This is an optimization exercise on Yosys and OpenROAD, whose aim is small area, not a production implementation. The RTL was checked by simulation tests, not by an equivalence proof against the original design. Power figures rest on the tool's default switching activity, not on a simulated workload.

### flow/config.mk
export PLATFORM = sky130hd
export DESIGN_NAME = gpr_hilo_wb
export DESIGN_NICKNAME = gpr_hilo_wb
export VERILOG_FILES = /design/flow/design.v
export SDC_FILE = /design/flow/constraint.sdc
export NUM_CORES = 4
export LEC_CHECK = 0
export CAP_MARGIN = 5
export CORE_MARGIN = 2
export CORE_UTILIZATION = 40
export GPL_TIMING_DRIVEN = 0
export PLACE_DENSITY = 0.55
export SETUP_SLACK_MARGIN = 0
export SLEW_MARGIN = 5
export SYNTH_HIERARCHICAL = 1
### flow/standard.sh
#!/bin/bash
# synth_recipe.tcl (not shown) runs the flow's synth.tcl, then flattens the netlist and writes it again
# the make line also repeats each setting of config.mk as NAME=value (left out here)
make -C /OpenROAD-flow-scripts/flow DESIGN_CONFIG=/design/flow/config.mk WORK_HOME=/design/flow/orfs CLKGATE_MAP_FILE= SYNTH_SCRIPT=/design/flow/synth_recipe.tcl "${@:-finish}"
### flow/flow/upsize_hf.tcl
# Drive each high-fanout net from one stronger cell of the same function
# (a drive-strength change only), instead of leaving repair_design to add
# buffer trees after a weak driver.
set upsized 0
foreach net [get_nets *] {
  set loads [get_pins -quiet -of_objects $net -filter "direction == input"]
  set n [llength $loads]
  if { $n < 12 } { continue }
  set drv [get_pins -quiet -of_objects $net -filter "direction == output"]
  if { [llength $drv] != 1 } { continue }
  set inst [get_cells -of_objects $drv]
  set master [get_property $inst ref_name]
  if { [regexp {__(df|edf|sdf|dl|clk|conb)} $master] } { continue }
  if { ![regexp {^(sky130_fd_sc_hd__\w+)_(\d+)$} $master -> base ds] } { continue }
  if { $n >= 24 } { set want {4 2} } else { set want {2} }
  foreach s $want {
    if { $s <= $ds } { break }
    set lc [get_lib_cells -quiet "*/${base}_$s"]
    if { [llength $lc] == 1 } {
      replace_cell $inst $lc
      incr upsized
      break
    }
  }
}
puts "upsize_hf: upsized $upsized high-fanout drivers"
### flow/design.v
module gpr_aoi222 (
    input  logic a0, b0, a1, b1, a2, b2,
    output logic y
);
    assign y = ~((a0 & b0) | (a1 & b1) | (a2 & b2));
endmodule
module gpr_nand2 (
    input  logic a, b,
    output logic y
);
    assign y = ~(a & b);
endmodule
module gpr_nor12n (
    input  logic [11:0] n,
    output logic        y
);
    assign y = ~&n;
endmodule
module gpr_rd_bit (
    input  logic [31:0] sel,
    input  logic [31:0] d,
    output logic        y
);
    logic [11:0] t;
    for (genvar g = 0; g < 10; g++) begin : g_aoi
        gpr_aoi222 u (
            .a0(sel[3*g]),   .b0(d[3*g]),
            .a1(sel[3*g+1]), .b1(d[3*g+1]),
            .a2(sel[3*g+2]), .b2(d[3*g+2]),
            .y(t[g])
        );
    end
    gpr_nand2 u_n30 (.a(sel[30]), .b(d[30]), .y(t[10]));
    gpr_nand2 u_n31 (.a(sel[31]), .b(d[31]), .y(t[11]));
    gpr_nor12n u_or (.n(t), .y(y));
endmodule
module gpr_hilo_wb #(
    parameter int NUM_REGS = 32,
    parameter int CNT_W    = 32
) (
    input  logic             clk,
    input  logic             rst,
    input  logic             wb_wreg,
    input  logic [4:0]       wb_wd,
    input  logic [31:0]      wb_wdata,
    input  logic             wb_whilo,
    input  logic [31:0]      wb_hi,
    input  logic [31:0]      wb_lo,
    input  logic             re1,
    input  logic [4:0]       raddr1,
    output logic [31:0]      rdata1,
    input  logic             re2,
    input  logic [4:0]       raddr2,
    output logic [31:0]      rdata2,
    output logic [31:0]      hi_o,
    output logic [31:0]      lo_o,
    output logic [CNT_W-1:0] retire_cnt
);
    logic [31:0]         regs [1:NUM_REGS-1];
    logic [NUM_REGS-1:1] valid;
    logic [NUM_REGS-1:1] we;
    logic [31:0]         sel1, sel2;
    logic                hilo_valid;
    logic [31:0]         hi_q, lo_q;
    logic [31:0]         hi_m, lo_m;
    logic [3:0] wpa;
    logic [7:0] wpb;
    always_comb begin
        for (int k = 0; k < 4; k++) wpa[k] = (wb_wd[1:0] == k[1:0]);
        for (int m = 0; m < 8; m++) wpb[m] = wb_wreg && (wb_wd[4:2] == m[2:0]);
        for (int i = 1; i < NUM_REGS; i++) we[i] = wpa[i%4] && wpb[i/4];
    end
    always_ff @(posedge clk) begin
        for (int i = 1; i < NUM_REGS; i++) begin
            if (we[i]) regs[i] <= wb_wdata;
        end
    end
    always_ff @(posedge clk or negedge rst) begin
        if (!rst) valid <= '0;
        else      valid <= valid | we;
    end
    always_ff @(posedge clk or negedge rst) begin
        if (!rst) retire_cnt <= '0;
        else      retire_cnt <= retire_cnt + {{(CNT_W-1){1'b0}}, (wb_wreg | wb_whilo)};
    end
    logic hit1, hit2, en1, en2;
    assign hit1 = wb_wreg && (raddr1 != 5'd0) && (wb_wd == raddr1);
    assign hit2 = wb_wreg && (raddr2 != 5'd0) && (wb_wd == raddr2);
    assign en1  = rst && re1 && !hit1;
    assign en2  = rst && re2 && !hit2;
    logic [3:0] pa1, pa2;
    logic [7:0] pb1, pb2;
    always_comb begin
        for (int k = 0; k < 4; k++) begin
            pa1[k] = (raddr1[1:0] == k[1:0]);
            pa2[k] = (raddr2[1:0] == k[1:0]);
        end
        for (int m = 0; m < 8; m++) begin
            pb1[m] = en1 && (raddr1[4:2] == m[2:0]);
            pb2[m] = en2 && (raddr2[4:2] == m[2:0]);
        end
        for (int i = 1; i < NUM_REGS; i++) begin
            sel1[i-1] = pa1[i%4] && pb1[i/4] && valid[i];
            sel2[i-1] = pa2[i%4] && pb2[i/4] && valid[i];
        end
        sel1[31] = rst && re1 && hit1;
        sel2[31] = rst && re2 && hit2;
    end
    for (genvar b = 0; b < 32; b++) begin : g_rd
        logic [31:0] col;
        for (genvar i = 1; i < NUM_REGS; i++) begin : g_col
            assign col[i-1] = regs[i][b];
        end
        assign col[31] = wb_wdata[b];
        gpr_rd_bit u_rd1 (.sel(sel1), .d(col), .y(rdata1[b]));
        gpr_rd_bit u_rd2 (.sel(sel2), .d(col), .y(rdata2[b]));
    end
    assign hi_m = wb_whilo ? wb_hi : hi_q;
    assign lo_m = wb_whilo ? wb_lo : lo_q;
    always_ff @(posedge clk) begin
        hi_q <= hi_m;
        lo_q <= lo_m;
    end
    always_ff @(posedge clk or negedge rst) begin
        if (!rst) hilo_valid <= 1'b0;
        else      hilo_valid <= hilo_valid | wb_whilo;
    end
    logic hilo_en;
    assign hilo_en = rst && (wb_whilo || hilo_valid);
    assign hi_o = {32{hilo_en}} & hi_m;
    assign lo_o = {32{hilo_en}} & lo_m;
endmodule
### flow/flow/pre_gpl.tcl
# Remove synthesis buffers before placement, as the standard flow does when
# placement is timing-driven.
remove_buffers
### flow/constraint.sdc
create_clock -name core_clock -period 7.0 [get_ports {clk}]
set_input_delay 1.4000 -clock core_clock [delete_from_list [all_inputs] [get_ports {clk}]]
set_output_delay 1.4000 -clock core_clock [all_outputs]
set_load 0.01 [all_outputs]
### flow/flow/run.sh
#!/bin/bash
# Standard ORFS layout with these changes: ports are buffered with the
# smallest buffer; before repair_design, each high-fanout net's driver is
# replaced by a stronger cell of the same function; clock tree synthesis
# uses larger sink clusters of mid-size clock buffers without dummy loads.
# ORFS keeps each step's full log under orfs/logs/; make's output goes to
# standard_flow.log.
set -euo pipefail
here=$(pwd)
export BUFFER_PORTS_ARGS="-buffer_cell sky130_fd_sc_hd__buf_1"
export PRE_GLOBAL_PLACE_TCL="$here/flow/pre_gpl.tcl"
export PRE_RESIZE_TCL="$here/flow/upsize_hf.tcl"
export CTS_ARGS="-sink_clustering_enable -repair_clock_nets -dont_use_dummy_load -buf_list sky130_fd_sc_hd__clkbuf_8 -sink_clustering_size 18 -sink_clustering_max_diameter 60"
bash standard.sh finish > standard_flow.log 2>&1
==> impl_results.md, run 1 <==
* Status: finished clean
* Rows at about 120
* ANT nets after route at 0
* PortBufs at 276
* RSZ-0062 raised after global routing: false
* Total CTS buffers at 94
* Final setup margin at 218 ps
* Syn nets at 2712
* Sequential share of power at 66.0%
* Utilization after layout at roughly 45%
* Clock-pin slew on the worst setup and hold paths at 60 ps
* Routed length per instance at 35.7 µm
* Max-Cap Viols at 0
* Pre-CTS WS at -110 ps
* Post-Syn Area at 0.0443 mm²
* CP Data Required Time at 5600 ps
* Synth Flop Type: edfxtp_1
* Initial antenna violation count at 7
* Maximum VDD drop at 0.000154 V
* Clock Path Buffers at 3
* Fraction of the cycle the final worst path needs at between 90% and 100%
* Sequential Area at 0.0327 mm²
* Layout cells sized above 1 at roughly 12%
* Core Region at 0.110 mm²
* Sw Share at 22.5%
* # clock sinks at approximately 1100
* Hold_buf cts at 0
* Fin Clk Skew at 28.6 ps
* Die X at 337 µm
* Worst-case reg-to-reg path depth at 6
* First-pass GRT wire length at 219 mm
* Final hold vios at 0
* PD cells at roughly 230 mW/mm²
* Cell count after placement at approximately 4300
* Total global-route track usage at 27.0%
* Async SR Flop Fraction at 5.71%
* Peak Freq at 147 MHz
* Yosys Warn Count at 8
* Comb pwr share at 5.6%
* Mapped Avg Cell Area at between 15 and 20 µm²
* Pleak at 0.0154 µW
* Hold Path Class: reg2reg
* Clock Power Share at 28.3%
* Worst slew margin at 4.06%
* Vias per cell at 7.19
* # IOs at 277
* Initial Util at 40.2%
* Flops & latches, synth at about 1100
* Clock latency (worst-skew pair) at approximately 780 ps
* Worst Tran Pin Value at 1440 ps
* Largest net degree at the start of global routing at roughly 130
* Endpoint class of the critical path: primary output
* Root buf cell: clkbuf_8
* Fin. max-slew vios at 0
* Post-synth EDFFs at just under 1000
* Switching power at 2560 µW
* Worst EP arrival at about 5400 ps
* H-tree Lvls at 3
* Grt ovf at 0
* Final setup fails at 0
* Pre-antenna DRT Iters at 14
* Fillcell total at 9557
* Startpoint class of the critical path: input pin
* DRC Markers at 0
* Internal at 8840 µW
* Worst Path Max Fanout at 131
* Final Instance Count excl. Fillers at about 4400
* Tmin final at 6780 ps
* DRT Wirelength at 159 mm
* Hpwl dp at around 90 mm
* Final Net Count at 3071
* CTS tree: yes
* CP Class: in2out
* Die area at 0.114 mm²
* Vias in the first global route at ~31000
* Die H at 337 µm
* Area of the multi-input gates at 0.0120 mm²
* Synthesis-to-finish area growth at 11.7%
* Drt initial violations at 7761
* Gpl congestion at roughly 0.9
* Hold path depth at 1
* Post-Syn Instances at 2593
* Vias at 31900
* Synth cell types at 39
* Sequential area share after synthesis at 73.7%
==> state kept, by name, indices dropped and copies added (netlist names) <==
name / flops
valid: 31
regs: 992
lo_q: 32
hi_q: 32
hilo_valid: 1
retire_cnt: 32
==> per-module statistics from Yosys (local to each module, per instance), excerpt <==
module	cell area, µm²	cells inside	flip-flops and latches
gpr_aoi222	10.0	1	0
gpr_nor12n	25.0	4	0
gpr_hilo_wb	35800	1569	1120
gpr_nand2	3.75	1	0
==> power groups by stage <==
stage	logic (µW)	registers, µW	clock network [µW]
4_1_cts	632	7530	3290
3_3_place_gp	588	7670	0
5_1_grt	679	7550	3530
6_report	640	7530	3230
2_1_floorplan	284	7660	0
3_5_place_dp	629	7680	0
==> routing by layer <==
metal | global-route usage [%] | share of wire, % | up-vias
met4 | 13.3 | 5.2 | 0
met2 | 40.0 | 44 | 2786
li1 | - | - | 12800
met1 | 36.7 | 37 | 15900
met5 | 0 | 0 | -
met3 | 7.30 | 15 | 376
==> synth_stat cells, types with 12 or more instances <==
library cell | n | area, µm²
edfxtp_1 | 992 | 29800
a222oi_1 | 640 | 6410
nand4_1 | 198 | 1240
nand2_1 | 147 | 552
and3_1 | 106 | 663
dfrtp_1 | 64 | 1600
dfxtp_1 | 64 | 1280
mux2_2 | 64 | 721
or3_1 | 64 | 400
nor2_1 | 45 | 169
or2_2 | 34 | 213
and4_1 | 29 | 254
xor2_1 | 23 | 201
clkbuf_1 | 18 | 67.6
xnor2_1 | 17 | 149
nor3_1 | 13 | 65.1
buf_2 | 12 | 60.1
nand3_1 | 12 | 60.1
==> critical path, cell delays in order <==
cell       delay, ps
buf_6            670
nand2_1          460
a2111oi_4        960
and3_4           850
a222oi_1         230
nand4_1          210
or3_1            330
buf_1            210
==> repair_timing <==
action,CTS,global route
gates resized for setup,2,0
setup buffers,0,0
setup endpoints to repair,30,0
==> through the flow <==
| stage | setup TNS, ps | total power, µW | cell area [µm²] | hold slack [ps] |
|---|---|---|---|---|
| finish | 0 | 11400 | 49500 | 467 |
| detailed placement | -1730 | 8300 | 48100 | 457 |
| floorplan | 0 | 7940 | 44300 | 445 |
| global placement | -326550 | 8260 | 47100 | 452 |
| CTS | 0 | 11400 | 49400 | 473 |
| global route | 0 | 11800 | 49500 | 487 |
==> final timing paths <==
kind / start / to / slack (ps)
worst max register to register: retire_cnt[0] / retire_cnt[30] / 5150
max in group asynchronous: rst / hilo_valid / 5600
min in group asynchronous: rst / valid[24] / 740
worst max-delay path: rst / rdata1[2] / 220
worst min-delay path: lo_q[12] / lo_q[12] / 470
worst min register to register: lo_q[12] / lo_q[12] / 470
==> kinds of logic (layout without fill, tap and decap cells) <==
family / Yosys count / in the layout / share of synthesized area, %
AOI/OAI and AO/OA: 647 / 647 / 14.7
other: 0 / 2 / 0
muxes: 64 / 64 / 1.63
adders and majority gates: 2 / 2 / 0.0564
buffers and inverters: 44 / 401 / 0.457
DFF: 1120 / 1120 / 73.7
xor gates and xnor gates: 40 / 40 / 0.790
and+or+nand+nor: 676 / 676 / 8.67
==> layout make-up <==
cell class	instances	share of cell area (%)
Antenna cell	2	0.0101
Tap cell	1488	3.76
Clock buffer	94	2.61
Multi-Input combinational cell	1429	24.2
Timing Repair Buffer	300	3.45
Sequential cell	1120	66.0
Inverter	7	0.0530
==> layout by cell type, fill, tap and decap left out, types with 2 or more instances in the layout <==
| master | n |
|---|---|
| a2111oi_4 | 3 |
| a222oi_1 | 640 |
| and2_1 | 3 |
| and3_1 | 67 |
| and3_4 | 39 |
| and3b_1 | 3 |
| and4_1 | 5 |
| and4_4 | 25 |
| buf_1 | 242 |
| buf_12 | 16 |
| buf_16 | 8 |
| buf_4 | 33 |
| clkbuf_8 | 94 |
| dfrtp_1 | 64 |
| dfxtp_1 | 64 |
| diode_2 | 2 |
| edfxtp_1 | 992 |
| ha_1 | 2 |
| inv_1 | 7 |
| mux2_2 | 64 |
| nand2_1 | 147 |
| nand2b_1 | 3 |
| nand3_1 | 12 |
| nand4_1 | 198 |
| nor2_1 | 13 |
| nor2_4 | 32 |
| nor2b_1 | 4 |
| nor3_1 | 13 |
| nor3b_1 | 8 |
| or2_2 | 33 |
| or3_1 | 64 |
| xnor2_1 | 17 |
| xor2_1 | 23 |
==> inputs of run 2 (changes only) <==
--- a/flow/flow/run.sh
+++ b/flow/flow/run.sh
@@ -10,5 +10,5 @@
 export BUFFER_PORTS_ARGS="-buffer_cell sky130_fd_sc_hd__buf_1"
 export PRE_GLOBAL_PLACE_TCL="$here/flow/pre_gpl.tcl"
 export PRE_RESIZE_TCL="$here/flow/upsize_hf.tcl"
-export CTS_ARGS="-sink_clustering_enable -repair_clock_nets -dont_use_dummy_load -buf_list sky130_fd_sc_hd__clkbuf_8 -sink_clustering_size 18 -sink_clustering_max_diameter 60"
+export CTS_ARGS="-sink_clustering_enable -repair_clock_nets -dont_use_dummy_load -buf_list sky130_fd_sc_hd__clkbuf_8 -sink_clustering_size 18 -sink_clustering_max_diameter 72"
 bash standard.sh finish > standard_flow.log 2>&1
==> impl_results.md, run 2 <==
* Most common cell after layout, fill and taps aside: edfxtp_1
* Fillcell total at 9573
* Hold_buf cts at 0
* Fraction of the cycle the final worst path needs at 97.1%
* Mapped Avg Cell Area at 17.1 µm²
* Startpoint class of the critical path: input pin
* Sequential Area at 0.0327 mm²
* Most Crowded Layer GR: met2
* Pre-antenna DRT Iters at 13
* Biggest register: regs
* Vias at around 32000
* Pre-CTS WS at -110 ps
* Most common cell in the synthesized netlist: edfxtp_1
* Total global-route track usage at approximately 27%
* Worst-case reg-to-reg path depth at 6
* Utilization after layout at roughly 45%
* Finished Cell Area at 0.0493 mm²
* Peak Freq at 147 MHz
* Synthesis-to-finish area growth at 11.2%
* ANT nets after route at 0
* H-tree Lvls at 3
* Top cell type's share of synthesized area at between 60% and 70%
* Max reg flops at 992
* DRC Markers at 0
* Drt initial violations at 7888
* Gpl congestion at roughly 0.9
* Grt met2 use at between 30% and 40%
* Fin. max-slew vios at 0
* Worst EP arrival at between 5000 and 6000 ps
* Total power at 11100 µW
* Hold Path Class: reg2reg
* Final Net Count at 3054
* Async SR Flop Fraction at between 5 and 6%
* Area of the multi-input gates at between 0.01 and 0.015 mm²
* Clock Path Buffers at 3
* Worst reg2reg endpoint: retire_cnt[30]
* Rows at 122
* Pleak at roughly 0.015 µW
* Post-synth EDFFs at 992
* Synth cell types at 39
* Most frequent cells in the layout: 992 x edfxtp_1, 640 x a222oi_1, 242 x buf_1, 198 x nand4_1, 147 x nand2_1
* Die area at 0.114 mm²
* Final setup margin at around 210 ps
* Synth top area cells: edfxtp_1 67%, a222oi_1 14%, dfrtp_1 3.6%, dfxtp_1 2.9%, nand4_1 2.8%
* Post-synth top cells: 992 x edfxtp_1, 640 x a222oi_1, 198 x nand4_1
* # IOs at 277
* Syn nets at ~2700
* Clock latency (worst-skew pair) at roughly 760 ps
* Synth area leader: edfxtp_1
* Yosys Warn Count at 8
* Routed length per instance at 35.8 µm
* Vias in the first global route at 31200
* CP Data Required Time at 5600 ps
* Post-Syn Instances at 2593
* RSZ-0062 raised after global routing: false
* Maximum VDD drop at 0.000144 V
* Worst slew margin at under 10%
* Largest net degree at the start of global routing at 132
* Initial antenna violation count at 4
* Endpoint class of the critical path: primary output
* Status: finished clean
* Worst setup startpoint: rst
* Tmin final at ~6800 ps
* Synth Flop Type: edfxtp_1
* Die X at 337 µm
* Fin Clk Skew at about 35 ps
* PortBufs at 276
* Final setup fails at 0
* Clock-pin slew on the worst setup and hold paths at ~90 ps
* Layout cells sized above 1 at 11.6%
* # clock sinks at 1120
* CP Class: in2out
* Routing usage on met3 at between 7 and 8%
* Post-Syn Area at 0.0443 mm²
* Worst Path Max Fanout at 131
* CTS tree: yes
* Root buf cell: clkbuf_8
* Grt ovf at 0
* Worst Tran Pin Value at 1440 ps
* Reg2Reg Setup Slack at 5140 ps
* Vias per cell at 7.21
* Flops & latches, synth at 1120
* Sequential area share after synthesis at 73.7%
* Initial Util at 40.2%
* Core Region at 0.110 mm²
* Hpwl dp at 92.0 mm
* Reg2reg start: retire_cnt[0]
* First-pass GRT wire length at 218 mm
* Die H at between 300 and 400 µm
* Critical Path End: rdata1[2]
* Total CTS buffers at 76
* Placed cell areas at 0.0481 mm²
* M1 GR Usage at 36.5%
* Hold_sp: lo_q[13]
* Max-Cap Viols at 0
* PD cells at 226 mW/mm²
* DRT Wirelength at 158 mm
* Final hold vios at 0
run 2: critical path: stages:
cell,delay [ps]
buf_6,660
nand2_1,460
a2111oi_4,940
and3_4,860
a222oi_1,230
nand4_1,210
or3_1,320
buf_1,210
run 2: kinds of logic after synthesis:
logic type / synth area share, %
compound gates: 14.7
fa+ha+maj: 0.0564
flops: 73.7
buf+inv: 0.457
mux: 1.63
simple gates: 8.67
xor+xnor: 0.790
run 2: worst min path at each step:
stage / to / depth (start not counted)
floorplan: lo_q[30] / 1
global placement: hi_q[13] / 1
detailed placement: lo_q[12] / 1
CTS: lo_q[13] / 1
global route: hi_q[30] / 1
finish: lo_q[13] / 1
run 2: metal layers:
layer / routed length (µm) / part of all wire, % / up-vias
li1: - / - / 12800
met3: 22800 / 14 / 372
met1: 58500 / 37 / 16000
met4: 8340 / 5.3 / 0
met5: 0 / 0 / -
met2: 68800 / 43 / 2720
run 2: power breakdown:
group          internal, µW  leakage (µW)  switching (µW)
Sequential             7430        0.0103            95.9
Combinational           207       0.00448             434
Clock                   980      0.000546            1990
run 2: cell type report:
type	count	area share [%]
antenna	5	0.0254
clock buffer	76	2.12
inverter	7	0.0533
multi-input combinational	1429	24.3
sequential	1120	66.2
tap	1488	3.78
timing repair buffer	301	3.50
run 2: per-module statistics from Yosys (local to each module, per instance), excerpt:
module,times used,flops+latches
gpr_aoi222,640,0
gpr_nand2,128,0
gpr_hilo_wb,1,1120
gpr_nor12n,64,0
run 2: timing repair:
| action | CTS | global route |
|---|---|---|
| setup endpoints to repair | 32 | 0 |
| gates resized for setup | 2 | 0 |
| buffers inserted | 0 | 0 |
run 2: through the flow:
stage          hold slack, ps  cells  setup TNS, ps
2_1_floorplan             445   2593              0
4_1_cts                   479   4413              0
6_report                  476   4426              0
3_5_place_dp              457   4337          -1730
3_3_place_gp              452   4320        -326550
5_1_grt                   492   4423              0
==> inputs of run 3 (changes only) <==
--- a/flow/flow/run.sh
+++ b/flow/flow/run.sh
@@ -10,5 +10,5 @@
 export BUFFER_PORTS_ARGS="-buffer_cell sky130_fd_sc_hd__buf_1"
 export PRE_GLOBAL_PLACE_TCL="$here/flow/pre_gpl.tcl"
 export PRE_RESIZE_TCL="$here/flow/upsize_hf.tcl"
-export CTS_ARGS="-sink_clustering_enable -repair_clock_nets -dont_use_dummy_load -buf_list sky130_fd_sc_hd__clkbuf_8 -sink_clustering_size 18 -sink_clustering_max_diameter 72"
+export CTS_ARGS="-sink_clustering_enable -repair_clock_nets -dont_use_dummy_load -buf_list sky130_fd_sc_hd__clkbuf_8 -sink_clustering_size 18 -sink_clustering_max_diameter 85"
 bash standard.sh finish > standard_flow.log 2>&1
==> impl_results.md, run 3 <==
* DRT Wirelength at 158 mm
* Sequential area share after synthesis at between 70% and 80%
* Maximum VDD drop at 0.000171 V
* Max reg flops at 992
* Die X at 337 µm
* Core Region at 0.110 mm²
* Endpoint class of the critical path: primary output
* Max-Cap Viols at 0
* Mapped Avg Cell Area at 17.1 µm²
* Async SR Flop Fraction at 5.71%
* First-pass GRT wire length at 218 mm
* Total global-route track usage at 26.9%
* Hpwl dp at 92.0 mm
* Fraction of the cycle the final worst path needs at 96.9%
* DRC Markers at 0
* Status: finished clean
* PortBufs at 276
* Final Net Count at 3051
* Peak Freq at roughly 150 MHz
* Utilization after layout at 44.6%
* Post-Syn Area at 0.0443 mm²
* Flops & latches, synth at 1120
* Top cell type's share of synthesized area at 67.2%
* Fin Clk Skew at about 45 ps
* Worst Tran Pin Value at 1440 ps
* Largest net degree at the start of global routing at roughly 130
* Rows at 122
* Sequential Area at 0.0327 mm²
* Vias in the first global route at 31200
* Synth cell types at 39
* Synth area leader: edfxtp_1
* Post-synth EDFFs at 992
* Root buf cell: clkbuf_8
* H-tree Lvls at 3
* Final hold vios at 0
* Post-CTS Setup Inserts at 0
* PD cells at 225 mW/mm²
* Vias at 31800
* Final setup fails at 0
* Biggest register: regs
* Post-synth top cells: 992 x edfxtp_1, 640 x a222oi_1, 198 x nand4_1
* Gpl congestion at 0.897
* Post-CTS resize count at 2
* Worst slew margin at 4.01%
* Clock-pin slew on the worst setup and hold paths at 110 ps
* Most common cell in the synthesized netlist: edfxtp_1
* Most common cell after layout, fill and taps aside: edfxtp_1
* Fin. max-slew vios at 0
* Hold Path Class: reg2reg
* Initial antenna violation count at 5
* Initial Util at 40.2%
* Pre-antenna DRT Iters at 13
* Syn nets at 2712
* Grt ovf at 0
* ANT nets after route at 0
* Die H at 337 µm
* RSZ-0062 raised after global routing: false
* Routed length per instance at about 36 µm
* Die area at around 0.11 mm²
* Vias per cell at 7.20
* Synth top area cells: edfxtp_1 67%, a222oi_1 14%, dfrtp_1 3.6%, dfxtp_1 2.9%, nand4_1 2.8%
* Worst Path Max Fanout at 131
* Clock latency (worst-skew pair) at 750 ps
* CTS tree: yes
* WHS at 478 ps
* CP Data Required Time at 5600 ps
* # IOs at 277
* # clock sinks at roughly 1100
* Yosys Warn Count at 8
* Pleak at 0.0153 µW
* Fillcell total at 9582
* CP Class: in2out
* Layout cells sized above 1 at 11.5%
* Post-Syn Instances at roughly 2600
* Synth Flop Type: edfxtp_1
* Clock Path Buffers at 3
* Synthesis-to-finish area growth at 11.1%
* Total CTS buffers at 72
* Worst EP arrival at 5380 ps
* Most frequent cells in the layout: 992 x edfxtp_1, 640 x a222oi_1, 242 x buf_1, 198 x nand4_1, 147 x nand2_1
* Startpoint class of the critical path: input pin
* Area of the multi-input gates at 0.0120 mm²
* Tmin final at roughly 6800 ps
* Hold_buf cts at 0
* Drt initial violations at 7606
run 3: final timing paths:
path,startpoint,depth (start not counted),slack (ps),end
max in group asynchronous,rst,1,5580,hilo_valid
worst max register to register,retire_cnt[0],6,5140,retire_cnt[30]
worst min-delay path,lo_q[12],1,480,lo_q[12]
worst max-delay path,rst,8,220,rdata1[2]
min in group asynchronous,rst,1,770,valid[11]
worst min register to register,lo_q[12],1,480,lo_q[12]
run 3: layout make-up:
cell class,count,area share (%)
clock buffer,72,2.01
tap,1488,3.78
inverter,7,0.0533
timing repair buffer,302,3.53
multi-input combinational,1429,24.3
sequential,1120,66.3
antenna,3,0.0152
run 3: stage by stage:
| step | power (µW) | cell area, µm² | setup slack, ps | std cells | setup TNS, ps |
|---|---|---|---|---|---|
| 4_1_cts | 11100 | 49100 | 319 | 4409 | 0 |
| 5_1_grt | 11400 | 49300 | 70.1 | 4419 | 0 |
| 3_3_place_gp | 8260 | 47100 | -4740 | 4320 | -326550 |
| 2_1_floorplan | 7940 | 44300 | 2000 | 2593 | 0 |
| 3_5_place_dp | 8300 | 48100 | -110 | 4337 | -1730 |
| 6_report | 11100 | 49300 | 217 | 4421 | 0 |
run 3: where the power goes:
group | internal (µW) | total, µW | switching [µW]
combinational | 207 | 640 | 433
sequential | 7430 | 7530 | 96.5
clock | 931 | 2910 | 1980
run 3: cell families (layout without fill, tap and decap cells):
family	after synthesis	count (layout)	synth area share (%)
DFF	1120	1120	73.7
and+or+nand+nor	676	676	8.67
AOI/OAI and AO/OA	647	647	14.7
muxes	64	64	1.63
buffers and inverters	44	381	0.457
xor gates and xnor gates	40	40	0.790
adders and majority gates	2	2	0.0564
other	0	3	0
run 3: modules after synthesis, one instance, submodules excluded, a selection:
module,copies in the design,cells inside
gpr_nor12n,64,4
gpr_hilo_wb,1,1569
gpr_aoi222,640,1
gpr_nand2,128,1
run 3: layer usage:
metal	track usage [%]	up-vias	wire length [µm]
li1	-	12800	-
met1	36.4	15900	57900
met2	39.9	2785	68900
met3	7.66	374	23400
met4	13.0	0	8220
met5	0	-	0
run 3: worst max-delay path, cell delays in order:
cell,delay [ps]
buf_6,670
nand2_1,460
a2111oi_4,960
and3_4,820
a222oi_1,270
nand4_1,190
or3_1,320
buf_1,210
==> inputs of run 4 (changes only) <==
==> flow/flow/run.sh (replaced) <==
#!/bin/bash
# Standard ORFS layout with these changes: ports are buffered with the
# smallest buffer; before repair_design, each high-fanout net's driver is
# replaced by a stronger cell of the same function (NOR gates excepted); clock tree synthesis
# uses larger sink clusters of mid-size clock buffers without dummy loads.
# ORFS keeps each step's full log under orfs/logs/; make's output goes to
# standard_flow.log.
set -euo pipefail
here=$(pwd)
export BUFFER_PORTS_ARGS="-buffer_cell sky130_fd_sc_hd__buf_1"
export PRE_GLOBAL_PLACE_TCL="$here/flow/pre_gpl.tcl"
export PRE_RESIZE_TCL="$here/flow/upsize_hf.tcl"
export CTS_ARGS="-sink_clustering_enable -repair_clock_nets -dont_use_dummy_load -buf_list sky130_fd_sc_hd__clkbuf_8 -sink_clustering_size 18 -sink_clustering_max_diameter 72"
bash standard.sh finish > standard_flow.log 2>&1
--- a/flow/flow/upsize_hf.tcl
+++ b/flow/flow/upsize_hf.tcl
@@ -11,6 +11,9 @@
   set inst [get_cells -of_objects $drv]
   set master [get_property $inst ref_name]
   if { [regexp {__(df|edf|sdf|dl|clk|conb)} $master] } { continue }
+  # NOR-type cells drive large loads poorly even when upsized; leave those
+  # nets to repair_design, which buffers them.
+  if { [regexp {__nor} $master] } { continue }
   if { ![regexp {^(sky130_fd_sc_hd__\w+)_(\d+)$} $master -> base ds] } { continue }
   if { $n >= 24 } { set want {4 2} } else { set want {2} }
   foreach s $want {
==> impl_results.md, run 4 <==
* H-tree Lvls at 3
* Synth Flop Type: edfxtp_1
* Drt initial violations at 7559
* Hold path depth at 1
* Post-Syn Instances at 2593
* Die area at 0.114 mm²
* Most common cell after layout, fill and taps aside: edfxtp_1
* Worst Path Max Fanout at 131
* Core Region at roughly 0.11 mm²
* Worst-case reg-to-reg path depth at 6
* Synth area leader: edfxtp_1
* Cell count after placement at 4352
* Synthesis-to-finish area growth at 11.5%
* Root buf cell: clkbuf_8
* Die X at around 340 µm
* Worst EP arrival at between 5000 and 6000 ps
* Layout cells sized above 1 at about an eighth
* Peak Freq at around 150 MHz
* Final setup margin at 194 ps
* First-pass GRT wire length at 219 mm
* Mux cell area share after synthesis at 1.63%
* Async SR Flop Fraction at 5.71%
* Post-synth EDFFs at 992
* Status: finished clean
* Pre-CTS WS at -108 ps
* Rows at between 100 and 150
* Synth top area cells: edfxtp_1 67%, a222oi_1 14%, dfrtp_1 3.6%, dfxtp_1 2.9%, nand4_1 2.8%
* Vias in the first global route at roughly 31000
* # clock sinks at between 1000 and 1500
* Worst Tran Pin Value at roughly 1100 ps
* Yosys Warn Count at 8
* Setup TNS at 0 ps
* Post-CTS Setup Inserts at 0
* # IOs at 277
* Syn nets at 2712
* Biggest register: regs
* Maximum VDD drop at between 0.0002 and 0.00025 V
* CP Data Required Time at 5600 ps
* Endpoint class of the critical path: primary output
* Worst slew margin at approximately a quarter
* CP Class: in2out
* Total global-route track usage at 27.0%
* Die H at 337 µm
* ANT nets after route at 0
* Synth Area in Simple Gates at under 10%
* Utilization after layout at around 45%
* Fraction of the mapped netlist area in adder cells at less than 1%
* Hold_buf cts at 0
* Final Net Count at 3061
* Initial antenna violation count at 5
* PortBufs at 276
* Pre-antenna DRT Iters at 13
* Initial Util at between 40% and 50%
* Pleak at 0.0153 µW
* Max-Cap Viols at 0
* Clock-pin slew on the worst setup and hold paths at 110 ps
* Synth cell types at 39
* Post-synth top cells: 992 x edfxtp_1, 640 x a222oi_1, 198 x nand4_1
* Final Instance Count excl. Fillers at 4434
* Mapped Avg Cell Area at 17.1 µm²
* Fin. max-slew vios at 0
* Startpoint class of the critical path: input pin
* Sequential area share after synthesis at approximately three quarters
* Post-Syn Area at 0.0443 mm²
* Worst reg2reg endpoint: retire_cnt[22]
* Tmin final at just under 7000 ps
* Post-Synth XOR/XNOR Area at 0.790%
* Worst Hold End: hi_q[29]
* Largest family of logic cells by synthesized area: compound AO/OA/AOI/OAI gates
* DRC Markers at 0
* Most frequent cells in the layout: 992 x edfxtp_1, 640 x a222oi_1, 242 x buf_1, 198 x nand4_1, 147 x nand2_1
* WHS at 483 ps
* Fraction of the cycle the final worst path needs at 97.2%
* Hpwl dp at 94.4 mm
* PD cells at approximately 230 mW/mm²
* Vias per cell at 7.22
* Final hold vios at 0
* Total CTS buffers at 76
* Largest net degree at the start of global routing at 132
* Final setup fails at 0
* Routed length per instance at about 36 µm
* RSZ-0062 raised after global routing: false
* Most common cell in the synthesized netlist: edfxtp_1
* Clock latency (worst-skew pair) at between 700 and 800 ps
* Flops & latches, synth at 1120
* DRT Wirelength at between 150 and 200 mm
* Max reg flops at between 900 and 1000
* CTS tree: yes
* Gpl congestion at about 0.90
* Reg2Reg Setup Slack at just over 5000 ps
* Complex-gate fraction of the synthesized area at 14.7%
* Reg2reg start: retire_cnt[0]
* Fin Clk Skew at 32.7 ps
* Hold Path Class: reg2reg
* Hold_sp: hi_q[29]
* Top cell type's share of synthesized area at around two thirds
* Vias at 32000
* Clock Path Buffers at 3
* Grt ovf at 0
[run 4: final cells by class]
cell class	count	area [µm²]
clock buffers	76	1050
diodes	6	15.0
well taps	1488	1860
multi-input cells	1429	12000
flip-flops and latches	1120	32700
fillers	9601	60900
inverters	7	26.3
repair buffers	308	1850
[run 4: how the worst max path moves through the flow]
| stage | startpoint | to | slack, ps | cells past startpoint |
|---|---|---|---|---|
| 6_report | rst | rdata1[19] | 190 | 8 |
| 5_1_grt | rst | rdata1[3] | 80 | 8 |
| 4_1_cts | rst | rdata1[3] | 300 | 8 |
| 3_5_place_dp | rst | rdata2[2] | -110 | 8 |
| 3_3_place_gp | rst | rdata1[2] | -4740 | 8 |
| 2_1_floorplan | wb_wd[3] | rdata1[0] | 2000 | 8 |
[run 4: what timing repair did]
item	CTS	global route
resized for setup	2	0
setup endpoints to repair	38	0
endpoints found under the hold margin	0	0
[run 4: through the flow]
stage / total power, µW / cell area (µm²)
2_1_floorplan: 7940 / 44300
3_3_place_gp: 8260 / 47100
3_5_place_dp: 8310 / 48400
4_1_cts: 11200 / 49400
5_1_grt: 11500 / 49400
6_report: 11100 / 49400
[run 4: modules after synthesis (local to each module, per instance), excerpt]
module       area (µm²)  flip-flops and latches
gpr_aoi222         10.0                       0
gpr_nand2          3.75                       0
gpr_hilo_wb       35800                    1120
gpr_nor12n         25.0                       0
[run 4: cell families after synthesis]
logic type,Yosys count
buffers and inverters,44
AO/OA/AOI/OAI,647
multiplexers,64
flip-flops,1120
XOR/XNOR,40
AND/OR/NAND/NOR,676
adder cells (fa/ha/maj),2
[run 4: metal layers]
metal	up-vias	global-route usage, %	share of wire (%)	wire length (µm)
met4	2	13.2	5.1	8170
met2	2782	40.2	43	69000
li1	12800	-	-	-
met5	-	0.128	0.0069	11
met1	16100	37.0	37	58500
met3	384	6.81	15	23200
[run 4: power breakdown]
group          total, µW  switching (µW)  internal [µW]  leakage [µW]
registers           7530            95.7           7430        0.0103
logic                644             436            208       0.00454
clock network       2960            1980            979      0.000546
total              11100            2510           8620        0.0153
[run 4: worst max-delay path: stages]
cell and delay [ps]:
buf_6 690, nand2_1 460, a2111oi_4 960, and3_4 800, a222oi_1 200, nand4_1 280
or3_1 340, buf_1 200
==> inputs of run 5 (changes only) <==
--- a/flow/config.mk
+++ b/flow/config.mk
@@ -7,9 +7,9 @@
 export LEC_CHECK = 0
 export CAP_MARGIN = 5
 export CORE_MARGIN = 2
-export CORE_UTILIZATION = 40
+export CORE_UTILIZATION = 45
 export GPL_TIMING_DRIVEN = 0
-export PLACE_DENSITY = 0.55
+export PLACE_DENSITY = 0.6
 export SETUP_SLACK_MARGIN = 0
 export SLEW_MARGIN = 5
 export SYNTH_HIERARCHICAL = 1
==> impl_results.md, run 5 <==
* CP top delay family: simple AND/OR/NAND/NOR gates
* Peak Freq at 149 MHz
* Most common cell after layout, fill and taps aside: edfxtp_1
* Vias in the first global route at 31500
* Setup TNS at 0 ps
* Yosys Warn Count at 8
* Critical path's slowest cell: a2111oi_4
* Max reg flops at 992
* Hold Path Class: reg2reg
* Die area at 0.101 mm²
* Post-synth EDFFs at 992
* Finished Cell Area at 0.0493 mm²
* Worst Tran Pin Value at 1100 ps
* Die X at 318 µm
* Startpoint class of the critical path: input pin
* Clock-pin slew on the worst setup and hold paths at 80 ps
* PortBufs at 276
* Placed cell areas at 0.0483 mm²
* Gpl congestion at just under 0.9
* Vias at ~32000
* Synthesis-to-finish area growth at 11.2%
* DRT Wirelength at 157 mm
* CTS tree: yes
* Layout cells sized above 1 at 11.9%
* Drt initial violations at 8422
* Initial antenna violation count at 3
* Total power at 11100 µW
* Routed length per instance at around 37 µm
* Hpwl dp at ~91 mm
* Largest net degree at the start of global routing at 132
* Post-CTS resize count at 2
* Maximum VDD drop at 0.000170 V
* Final Net Count at between 3000 and 4000
* PD cells at 226 mW/mm²
* Post-CTS Setup Inserts at 0
* H-tree Lvls at 3
* Worst slew margin at 26.7%
* Post-Syn Area at 0.0443 mm²
* Rows at approximately 120
* Hold_buf cts at 0
* Total global-route track usage at between 20% and 30%
* CP Class: in2out
* Fin Clk Skew at between 20 and 30 ps
* Core Region at between 0.09 and 0.1 mm²
* Synth Flop Type: edfxtp_1
* Utilization after layout at 50.3%
* Initial Util at 45.2%
* Vias per cell at 7.63
* Final hold vios at 0
* Sequential area share after synthesis at between 70% and 80%
* Endpoint class of the critical path: primary output
* Fraction of the cycle the final worst path needs at 96.1%
* Top cell type's share of synthesized area at 67.2%
* CP Data Required Time at 5600 ps
* Total CTS buffers at 75
* Fin. max-slew vios at 0
* Pre-antenna DRT Iters at 12
* First-pass GRT wire length at about 220 mm
* Post-Syn Instances at around 2600
* # clock sinks at 1120
* Synth top area cells: edfxtp_1 67%, a222oi_1 14%, dfrtp_1 3.6%, dfxtp_1 2.9%, nand4_1 2.8%
* CP Buf/Inv Count at 2
* Post-synth top cells: 992 x edfxtp_1, 640 x a222oi_1, 198 x nand4_1
* Clock latency (worst-skew pair) at just over 700 ps
* Most common cell in the synthesized netlist: edfxtp_1
* Fillcell total at 8048
* RSZ-0062 raised after global routing: false
* Flops & latches, synth at roughly 1100
* Max-Cap Viols at 0
* Final setup fails at 0
* Die H at 318 µm
* Worst Path Max Fanout at 131
* Synth cell types at 39
* Root buf cell: clkbuf_8
* Tmin final at 6730 ps
* Biggest register: regs
* Synth area leader: edfxtp_1
* Mapped Avg Cell Area at 17.1 µm²
* Grt ovf at 0
* Clock Path Buffers at 3
* ANT nets after route at 0
* Most frequent cells in the layout: 992 x edfxtp_1, 640 x a222oi_1, 242 x buf_1, 198 x nand4_1, 147 x nand2_1
* # IOs at 277
* Critical Path, Cell by Cell: clkbuf_8 > nand2_1 > a2111oi_4 > and3_4 > a222oi_1 > nand4_1 > or3_1 > buf_1
* Async SR Flop Fraction at 5.71%
* Crit path largest cell delay at 890 ps
* Syn nets at 2712
* Worst EP arrival at 5330 ps
* Status: finished clean
* DRC Markers at 0
* Pleak at 0.0154 µW
==> run 5: cell counts after synthesis <==
Identical to the previous run, type by type.
==> run 5: per-module statistics from Yosys (local to each module, per instance), excerpt <==
module | flops+latches | cells inside | area (µm²) | times used
gpr_nor12n | 0 | 4 | 25.0 | 64
gpr_hilo_wb | 1120 | 1569 | 35800 | 1
gpr_aoi222 | 0 | 1 | 10.0 | 640
gpr_nand2 | 0 | 1 | 3.75 | 128
==> run 5: stage by stage <==
step / worst slack (ps) / std cells / hold slack (ps)
after global routing: 107 / 4232 / 496
after detailed placement: -146 / 4155 / 458
after global placement: -4880 / 4119 / 454
after CTS: 320 / 4230 / 472
after floorplan: 2000 / 2593 / 445
final: 273 / 4234 / 475
==> run 5: where the power goes <==
part,switching (µW),internal [µW],leakage (µW)
registers,96.4,7430,0.0103
clock network,2000,968,0.000539
logic,436,210,0.00459
==> run 5: logic make-up (layout without fill, tap and decap cells) <==
family,count (synthesis),in the layout,synth area share (%)
flip-flops,1120,1120,73.7
AND/OR/NAND/NOR,676,676,8.67
AO/OA/AOI/OAI,647,647,14.7
multiplexers,64,64,1.63
buffers and inverters,44,394,0.457
XOR/XNOR,40,40,0.790
adder cells (fa/ha/maj),2,2,0.0564
other,0,4,0
==> run 5: path summary, 6_finish.rpt <==
path	startpoint	endpoint	slack, ps	depth (start not counted)
worst max register to register	retire_cnt[0]	retire_cnt[20]	5160	6
worst min-delay path	lo_q[28]	lo_q[28]	470	1
min in group asynchronous	rst	valid[25]	770	1
worst min register to register	lo_q[28]	lo_q[28]	470	1
max in group asynchronous	rst	hilo_valid	5610	1
worst max-delay path	rst	rdata1[8]	270	8
==> run 5: cell type report <==
class	count	area, µm²	area share, %
multi-input combinational	1429	12000	24.3
antenna	4	10.0	0.0203
sequential	1120	32700	66.3
inverter	7	26.3	0.0533
clock buffer	75	1030	2.09
tap	1287	1610	3.27
timing repair buffer	312	1990	4.03
==> run 5: routing by layer <==
metal | share of wire [%] | GRT usage, % | vias up
met2 | 44 | 44.6 | 3056
met3 | 16 | 8.58 | 378
met1 | 35 | 40.3 | 16100
met5 | 0 | 0 | -
met4 | 5.1 | 13.7 | 0
li1 | - | - | 12800
==> inputs of run 6 (changes only) <==
--- a/flow/design.v
+++ b/flow/design.v
@@ -9,6 +9,18 @@
     output logic y
 );
     assign y = ~(a & b);
+endmodule
+module gpr_and2 (
+    input  logic a, b,
+    output logic y
+);
+    assign y = a & b;
+endmodule
+module gpr_and3 (
+    input  logic a, b, c,
+    output logic y
+);
+    assign y = a & b & c;
 endmodule
 module gpr_nor12n (
     input  logic [11:0] n,
@@ -68,7 +80,9 @@
     always_comb begin
         for (int k = 0; k < 4; k++) wpa[k] = (wb_wd[1:0] == k[1:0]);
         for (int m = 0; m < 8; m++) wpb[m] = wb_wreg && (wb_wd[4:2] == m[2:0]);
-        for (int i = 1; i < NUM_REGS; i++) we[i] = wpa[i%4] && wpb[i/4];
+    end
+    for (genvar i = 1; i < NUM_REGS; i++) begin : g_we
+        gpr_and2 u_we (.a(wpa[i%4]), .b(wpb[i/4]), .y(we[i]));
     end
     always_ff @(posedge clk) begin
         for (int i = 1; i < NUM_REGS; i++) begin
@@ -99,13 +113,13 @@
             pb1[m] = en1 && (raddr1[4:2] == m[2:0]);
             pb2[m] = en2 && (raddr2[4:2] == m[2:0]);
         end
-        for (int i = 1; i < NUM_REGS; i++) begin
-            sel1[i-1] = pa1[i%4] && pb1[i/4] && valid[i];
-            sel2[i-1] = pa2[i%4] && pb2[i/4] && valid[i];
-        end
-        sel1[31] = rst && re1 && hit1;
-        sel2[31] = rst && re2 && hit2;
     end
+    for (genvar i = 1; i < NUM_REGS; i++) begin : g_sel
+        gpr_and3 u_s1 (.a(pa1[i%4]), .b(pb1[i/4]), .c(valid[i]), .y(sel1[i-1]));
+        gpr_and3 u_s2 (.a(pa2[i%4]), .b(pb2[i/4]), .c(valid[i]), .y(sel2[i-1]));
+    end
+    assign sel1[31] = rst && re1 && hit1;
+    assign sel2[31] = rst && re2 && hit2;
     for (genvar b = 0; b < 32; b++) begin : g_rd
         logic [31:0] col;
         for (genvar i = 1; i < NUM_REGS; i++) begin : g_col
--- a/flow/config.mk
+++ b/flow/config.mk
@@ -7,9 +7,9 @@
 export LEC_CHECK = 0
 export CAP_MARGIN = 5
 export CORE_MARGIN = 2
-export CORE_UTILIZATION = 45
+export CORE_UTILIZATION = 40
 export GPL_TIMING_DRIVEN = 0
-export PLACE_DENSITY = 0.6
+export PLACE_DENSITY = 0.55
 export SETUP_SLACK_MARGIN = 0
 export SLEW_MARGIN = 5
 export SYNTH_HIERARCHICAL = 1
==> impl_results.md, run 6 <==
* Post-synth EDFFs at 992
* Grt met2 use at 47.5%
* Status: finished clean
* Worst EP arrival at 5340 ps
* Pre-CTS WS at 276 ps
* ANT nets after route at 0
* DRT Wirelength at 174 mm
* Most Crowded Layer GR: met2
* Pleak at 0.0152 µW
* Startpoint class of the critical path: input pin
* WHS at 454 ps
* Core Region at between 0.1 and 0.15 mm²
* Fraction of the cycle the final worst path needs at 96.3%
* Routing usage on met3 at 9.06%
* Post-Syn Instances at 2596
* Sequential area share after synthesis at 73.6%
* Yosys Warn Count at 8
* Post-synth top cells: 992 x edfxtp_1, 640 x a222oi_1, 203 x nand4_1
* Clock Path Buffers at 3
* Vias per cell at 7.41
* First-pass GRT wire length at 237 mm
* Vias in the first global route at approximately 32000
* Vias at between 30000 and 40000
* Clock latency (worst-skew pair) at about 740 ps
* Synth area leader: edfxtp_1
* M1 GR Usage at 35.7%
* Clock-pin slew on the worst setup and hold paths at 70 ps
* Rows at 122
* Initial antenna violation count at 15
* Synthesis-to-finish area growth at 10.0%
* Biggest register: regs
* Fraction of the mapped netlist area in adder cells at 0.0846%
* Worst Path Max Fanout at 32
* Endpoint class of the critical path: primary output
* CP Class: in2out
* H-tree Lvls at 3
* Post-Syn Area at about 0.044 mm²
* Total CTS buffers at 75
* Maximum VDD drop at 0.000105 V
* Async SR Flop Fraction at 5.71%
* # clock sinks at 1120
* Post-CTS Setup Inserts at 0
* Die area at 0.114 mm²
* Final setup fails at 0
* Max reg flops at 992
* Pre-antenna DRT Iters at 12
* Final hold vios at 0
* Post-Synth XOR/XNOR Area at less than 1%
* Worst slew margin at a little under a third
* Hold path depth at 1
* Fin Clk Skew at 92.6 ps
* Final Net Count at between 3000 and 4000
* RSZ-0062 raised after global routing: false
* CTS tree: yes
* Die H at 337 µm
* Post-CTS resize count at 0
* Fin. max-slew vios at 0
* CP Data Required Time at 5600 ps
* Gpl congestion at 0.843
* Worst Tran Pin Value at 1030 ps
* # IOs at 277
* PD cells at 228 mW/mm²
* Synth top area cells: edfxtp_1 67%, a222oi_1 14%, dfrtp_1 3.6%, dfxtp_1 2.9%, nand4_1 2.9%
* Mux cell area share after synthesis at 1.62%
* Synth Area in Simple Gates at 8.99%
* Largest net degree at the start of global routing at 134
* Worst-case reg-to-reg path depth at 4
* Root buf cell: clkbuf_8
* Flops & latches, synth at 1120
* Mapped Avg Cell Area at 17.1 µm²
* Top cell type's share of synthesized area at 67.1%
* Total global-route track usage at 29.6%
* Synth Flop Type: edfxtp_1
* Most common cell in the synthesized netlist: edfxtp_1
* PortBufs at 276
* Setup TNS at 0 ps
* Grt ovf at 0
* DRC Markers at 0
* Most common cell after layout, fill and taps aside: edfxtp_1
* Die X at 337 µm
* Layout cells sized above 1 at around a tenth
* Complex-gate fraction of the synthesized area at 14.6%
* Syn nets at 2716
* Hold_buf cts at 0
* Largest family of logic cells by synthesized area: compound AO/OA/AOI/OAI gates
* Initial Util at 40.2%
* Max-Cap Viols at 0
* Final setup margin at 259 ps
* Hold Path Class: reg2reg
* Hpwl dp at between 80 and 90 mm
* Synth cell types at 40
* Fillcell total at 9654
* Most frequent cells in the layout: 992 x edfxtp_1, 640 x a222oi_1, 241 x buf_1, 203 x nand4_1, 146 x nand2_1
* Tmin final at roughly 6700 ps
* Peak Freq at approximately 150 MHz
* Drt initial violations at 7274
* Routed length per instance at 39.3 µm
-- run 6: cell count changes after synthesis, sizes merged, moves of 4 or more --
| cell | before | now |
|---|---|---|
| nor3b | 8 | 0 |
| nor2 | 46 | 27 |
| xor2 | 23 | 8 |
| and2 | 5 | 35 |
| and3 | 106 | 129 |
| xnor2 | 17 | 31 |
| nor4 | 1 | 8 |
| and4 | 30 | 2 |
| clkbuf | 21 | 15 |
| nand4 | 200 | 206 |
| buf | 16 | 12 |
-- run 6: layout make-up --
type / count / area [µm²] / area share (%)
Clock buffer: 75 / 1030 / 2.11
Timing Repair Buffer: 287 / 1280 / 2.62
Multi-Input combinational cell: 1443 / 12000 / 24.5
Tap cell: 1488 / 1860 / 3.81
Inverter: 6 / 22.5 / 0.0461
Antenna cell: 5 / 12.5 / 0.0256
Sequential cell: 1120 / 32700 / 66.9
-- run 6: layer usage --
metal  up-vias  routed length (µm)
met3       629               23500
li1      12800                   -
met5         -                 171
met2      2757               80800
met1     16600               59500
met4        12                9910
-- run 6: cells by family after synthesis --
group | count (synthesis)
buf+inv | 33
compound gates | 647
mux | 64
xor+xnor | 39
fa+ha+maj | 3
simple gates | 690
flops | 1120
-- run 6: modules after synthesis (local to each module, per instance), a selection --
| module | copies in the design | cells inside | area (µm²) | flip-flops and latches |
|---|---|---|---|---|
| gpr_hilo_wb | 1 | 1479 | 35300 | 1120 |
| gpr_aoi222 | 640 | 1 | 10.0 | 0 |
| gpr_and2 | 31 | 1 | 6.26 | 0 |
| gpr_nor12n | 64 | 4 | 25.0 | 0 |
| gpr_nand2 | 128 | 1 | 3.75 | 0 |
| gpr_and3 | 62 | 1 | 6.26 | 0 |
-- run 6: path summary, 6_finish.rpt --
path	start	endpoint	slack, ps
worst min-delay path	hi_q[15]	hi_q[15]	450
max in group asynchronous	rst	valid[3]	5800
min in group asynchronous	rst	retire_cnt[27]	480
worst max register to register	retire_cnt[3]	retire_cnt[29]	5090
worst max-delay path	raddr1[1]	rdata1[2]	260
worst min register to register	hi_q[15]	hi_q[15]	450
-- run 6: stage by stage --
stage               cells  area (µm²)  total power, µW  utilization, %
finish               4424       48800            11100            44.3
global route         4420       48800            11400            44.3
CTS                  4418       48800            11200            44.2
detailed placement   4343       47800             8300            43.3
global placement     4333       47200             8250            42.7
floorplan            2596       44400             7940               -
-- run 6: power breakdown --
group / leakage, µW / switching, µW / total [µW] / internal (µW)
clock: 0.000539 / 2000 / 2970 / 966
sequential: 0.0103 / 109 / 7540 / 7430
combinational: 0.00437 / 425 / 624 / 200
-- run 6: critical path: stages --
cell,delay (ps)
buf_1,120
nor2_1,560
nor4b_2,390
o31ai_1,190
nor4_1,800
and3_4,790
a222oi_1,260
nand4_1,200
or3_1,170
buf_1,350

## what the ideal ports hide
The flow's constraints put no driver on any port. The routed layouts listed below were extracted and timed again, unchanged, in two steps.
Step 1: set_driving_cell puts a clkbuf_16 on clk and a buf_2 on each other input, an assumption about the parent block.
Step 2 times the ports against the registers' clock, not the clock port: input delays grow and output delays shrink by t, the midpoint of the rising clock arrivals with the driver on.
Slacks: ideal ports / drivers / drivers and shift; pairs: ideal ports / drivers.
run | t, ns | setup WS [ns] | worst hold slack (ns) | clock arrival spread, ns
run 1 | 0.826 | 0.218 / 0.179 / 0.179 | 0.467 / 0.467 / 0.467 | 0.105 / 0.105
run 2 | 0.819 | 0.205 / 0.167 / 0.167 | 0.476 / 0.476 / 0.476 | 0.076 / 0.077
run 3 | 0.820 | 0.217 / 0.179 / 0.179 | 0.478 / 0.478 / 0.478 | 0.079 / 0.079
run 4 | 0.804 | 0.194 / 0.156 / 0.156 | 0.483 / 0.483 / 0.483 | 0.096 / 0.095
run 5 | 0.790 | 0.273 / 0.232 / 0.232 | 0.475 / 0.475 / 0.475 | 0.063 / 0.063
run 6 | 0.776 | 0.259 / 0.222 / 0.222 | 0.454 / 0.451 / 0.454 | 0.115 / 0.114
After both steps setup and hold are still met in every run listed. The setup slack of run 5, which loses most, moves by -0.041 ns with the drivers and by -0.041 ns with both steps.
